Context: an optimization exercise on an open-source flow, tuned for small area, a short achievable clock period and few clock cycles per item. The choices shown serve that exercise and are no tape-out recipe.
Only simulation tests tie the RTL to the original design; equivalence was not proved.
No activity file was given, so power comes from the tool's default toggle rates.

== job 7868 ==
Design link_force_sequencer, start of the top module:
module link_force_sequencer #(
  parameter int SIZE       = mi_pipeline_pkg::SIZE,
  parameter int ADDR_WIDTH = mi_pipeline_pkg::ADDR_WIDTH,
  parameter int LINK_WIDTH = mi_pipeline_pkg::LINK_WIDTH,
  parameter int K_WIDTH    = mi_pipeline_pkg::K_WIDTH,
  parameter int FRAC       = mi_pipeline_pkg::FRAC
) (
  input  logic                      clk,
  input  logic                      rst_n,
  input  logic                      start,
  input  logic [LINK_WIDTH:0]       n_links,
  input  logic                      cfg_we,
  input  logic [LINK_WIDTH-1:0]     cfg_addr,
  input  logic [ADDR_WIDTH-1:0]     cfg_mass_a,
  input  logic [ADDR_WIDTH-1:0]     cfg_mass_b,
  input  logic signed [K_WIDTH-1:0] cfg_k,
  output logic [ADDR_WIDTH-1:0]     r_addr_q1,
  output logic [ADDR_WIDTH-1:0]     r_addr_q2,
  input  logic signed [SIZE-1:0]    q1,
  input  logic signed [SIZE-1:0]    q2,
  output logic                      out_valid,
  input  logic                      out_ready,
  output logic [ADDR_WIDTH-1:0]     out_mass_a,
  output logic [ADDR_WIDTH-1:0]     out_mass_b,
  output logic signed [SIZE-1:0]    out_force,
  output logic                      busy,
  output logic                      done
);
==> flow/config.mk <==
export PLATFORM = sky130hd
export DESIGN_NAME = link_force_sequencer
export DESIGN_NICKNAME = link_force_sequencer
export VERILOG_FILES = /design/flow/design.v
export SDC_FILE = /design/flow/constraint.sdc
export NUM_CORES = 4
export LEC_CHECK = 0
export CAP_MARGIN = 20
export CORE_MARGIN = 2
export CORE_UTILIZATION = 60
export CTS_BUF_LIST = sky130_fd_sc_hd__clkbuf_16
export CTS_CLUSTER_DIAMETER = 80
export CTS_CLUSTER_SIZE = 30
export SETUP_SLACK_MARGIN = 4.3
export SLEW_MARGIN = 20
==> flow/constraint.sdc <==
create_clock -name core_clock -period 8.0 [get_ports {clk}]
set_input_delay 1.6000 -clock core_clock [delete_from_list [all_inputs] [get_ports {clk}]]
set_output_delay 1.6000 -clock core_clock [all_outputs]
set_load 0.01 [all_outputs]
standard.sh (not shown) runs the stock make flow with config.mk's settings and CLKGATE_MAP_FILE= SYNTH_SCRIPT=/design/flow/synth_recipe.tcl, a recipe that flattens the netlist after the stock synthesis.
==> flow/flow/run.sh <==
#!/bin/bash
# The standard layout (standard.sh), with the port buffers that
# buffer_ports inserts made sky130_fd_sc_hd__buf_1 cells.
set -euo pipefail
bash standard.sh "BUFFER_PORTS_ARGS=-buffer_cell sky130_fd_sc_hd__buf_1" finish > standard_make.log 2>&1
Testbench counts of job 7868, summed over its fixed seeds: cycles 6,298, items 5,157.
Relative to job 7868, the following input files were edited for job 4128:
# job 7868
export LEC_CHECK = 0
export CAP_MARGIN = 20
export CORE_MARGIN = 2
export CORE_UTILIZATION = 60
export CTS_BUF_LIST = sky130_fd_sc_hd__clkbuf_16
export CTS_CLUSTER_DIAMETER = 80
export CTS_CLUSTER_SIZE = 30
export SETUP_SLACK_MARGIN = 4.3
export SLEW_MARGIN = 20
create_clock -name core_clock -period 8.0 [get_ports {clk}]
# job 4128
export LEC_CHECK = 0
export CAP_MARGIN = 20
export CORE_MARGIN = 2
export CORE_UTILIZATION = 72
export CTS_BUF_LIST = sky130_fd_sc_hd__clkbuf_16
export CTS_CLUSTER_DIAMETER = 80
export CTS_CLUSTER_SIZE = 30
export SETUP_SLACK_MARGIN = 4.4
export SLEW_MARGIN = 20
create_clock -name core_clock -period 8.0 [get_ports {clk}]
==> flow/flow/run.sh <==
#!/bin/bash
# The standard layout (standard.sh), with the port buffers that
# buffer_ports inserts made sky130_fd_sc_hd__buf_2 cells.
set -euo pipefail
bash standard.sh "BUFFER_PORTS_ARGS=-buffer_cell sky130_fd_sc_hd__buf_2" finish > standard_make.log 2>&1
==> notes.md <==
- The share of the cycle needed by the critical path after routing of job 4128 is lower than that of job 7868.
- Lower post-synthesis to final-layout area growth among job 7868 and job 4128: job 7868
- Job 4128 ended up with a higher relative contribution of combinational cells to total power than job 7868 did.
- Measured against each other, job 7868 and job 4128 differ in non-clock buffer share of cell area, the higher figure coming from job 4128.
- Across both runs, HPWL after detailed placement was lower for job 4128 than for job 7868.
- In the metrics for job 7868 and job 4128, the one carrying the lower post-CTS setup-driven buffer insertion count is job 7868.
- Sequential share of layout area for job 4128 is lower than for job 7868.
- Count of non-CTS inverters in the layout: job 4128 vs job 7868 identical
- Taking job 7868 as the reference, in job 4128 fraction of layout instances using a drive strength above 1 picked up an extra 5.9 points; post-cts resize count picked up an extra about 80%.
- Compared job 4128 vs job 7868, and non-clock buffer count is up in job 4128.
Setup changes, job 4128 to job 7398
# job 4128
export LEC_CHECK = 0
export CAP_MARGIN = 20
export CORE_MARGIN = 2
export CORE_UTILIZATION = 72
export CTS_BUF_LIST = sky130_fd_sc_hd__clkbuf_16
export CTS_CLUSTER_DIAMETER = 80
export CTS_CLUSTER_SIZE = 30
export SETUP_SLACK_MARGIN = 4.4
export SLEW_MARGIN = 20
create_clock -name core_clock -period 8.0 [get_ports {clk}]
# job 7398
export LEC_CHECK = 0
export CAP_MARGIN = 20
export CORE_MARGIN = 2
export CORE_UTILIZATION = 72
export CTS_BUF_LIST = sky130_fd_sc_hd__clkbuf_16
export CTS_CLUSTER_DIAMETER = 80
export CTS_CLUSTER_SIZE = 30
export SETUP_SLACK_MARGIN = 4.3
export SLEW_MARGIN = 20
create_clock -name core_clock -period 8.0 [get_ports {clk}]
Notes after the runs:
Of job 4128 and job 7398, job 7398 shows the lower total global routing track utilization, with job 4128 above it. Job 7398 against job 4128: met2 usage now sits lower, total power now sits lower. In the flow results for job 4128 and job 7398, the final area is smaller on job 7398. Relative to job 4128, setup slack after layout decreased by 0.046 ns in job 7398.
Relative to job 7398, the following input files were edited for job 306:
# job 7398
export LEC_CHECK = 0
export CAP_MARGIN = 20
export CORE_MARGIN = 2
export CORE_UTILIZATION = 72
export CTS_BUF_LIST = sky130_fd_sc_hd__clkbuf_16
export CTS_CLUSTER_DIAMETER = 80
export CTS_CLUSTER_SIZE = 30
export SETUP_SLACK_MARGIN = 4.3
export SLEW_MARGIN = 20
create_clock -name core_clock -period 8.0 [get_ports {clk}]
# job 306
export LEC_CHECK = 0
export CAP_MARGIN = 20
export CORE_MARGIN = 2
export CORE_UTILIZATION = 60
export CTS_BUF_LIST = sky130_fd_sc_hd__clkbuf_16
export CTS_CLUSTER_DIAMETER = 80
export CTS_CLUSTER_SIZE = 30
export SETUP_SLACK_MARGIN = 4.4
export SLEW_MARGIN = 20
create_clock -name core_clock -period 8.0 [get_ports {clk}]
## What came out
- Compared with job 7398, final-stage net count in job 306 increased slightly.
- Half-perimeter wire length after detailed placement sits higher in job 306 than in job 7398.
- In job 306 the number of gates resized after CTS turned out 68 higher than in job 7398.
- Comparing job 7398 against job 306, there is no change at all in number of endpoints with negative hold slack in the final report.
- Looking only at die area, and setting everything else aside, the lower value of job 7398 and job 306 goes to job 7398.
- Re setup slack on the worst flop-to-flop path: job 306 is 0.10 ns up on job 7398.
- Total area of multi-input combinational cells: job 306 vs job 7398 up 1.1%

==> separate check: timing with driven ports <==
The flow's constraints put no driver on any port. The routed layouts listed below were extracted and timed again, unchanged, in two steps.
Step 1 (the two cells are an assumption about what drives the block):
set clk [get_ports {clk}]
set_driving_cell -lib_cell sky130_fd_sc_hd__clkbuf_16 $clk
set_driving_cell -lib_cell sky130_fd_sc_hd__buf_2 [delete_from_list [all_inputs] $clk]
Step 2 times the ports against the registers' clock, not the clock port: input delays grow and output delays shrink by t, the midpoint of the rising clock arrivals with the driver on.
Three values: no drivers, after step 1, after step 2; two values: the first two.
run | shift t [ns] | setup slack, ns | worst setup path at the end | clock arrival spread, ns | slew at the worst register clock pin (ns)
job 7868 | 0.639 | 4.315 / 4.267 / 3.824 | input to register | 0.062 / 0.063 | 0.11 / 0.11
job 4128 | 0.716 | 4.369 / 4.303 / 3.874 | input to register | 0.040 / 0.039 | 0.11 / 0.11
job 7398 | 0.697 | 4.323 / 4.260 / 3.805 | input to register | 0.038 / 0.038 | 0.11 / 0.11
job 306 | 0.723 | 4.366 / 4.303 / 3.953 | input to register | 0.028 / 0.028 | 0.11 / 0.11
After both steps every run listed still meets setup and hold. For job 7398, which loses most, drivers alone change the setup slack by -0.063 ns; drivers and shift together by -0.518 ns.
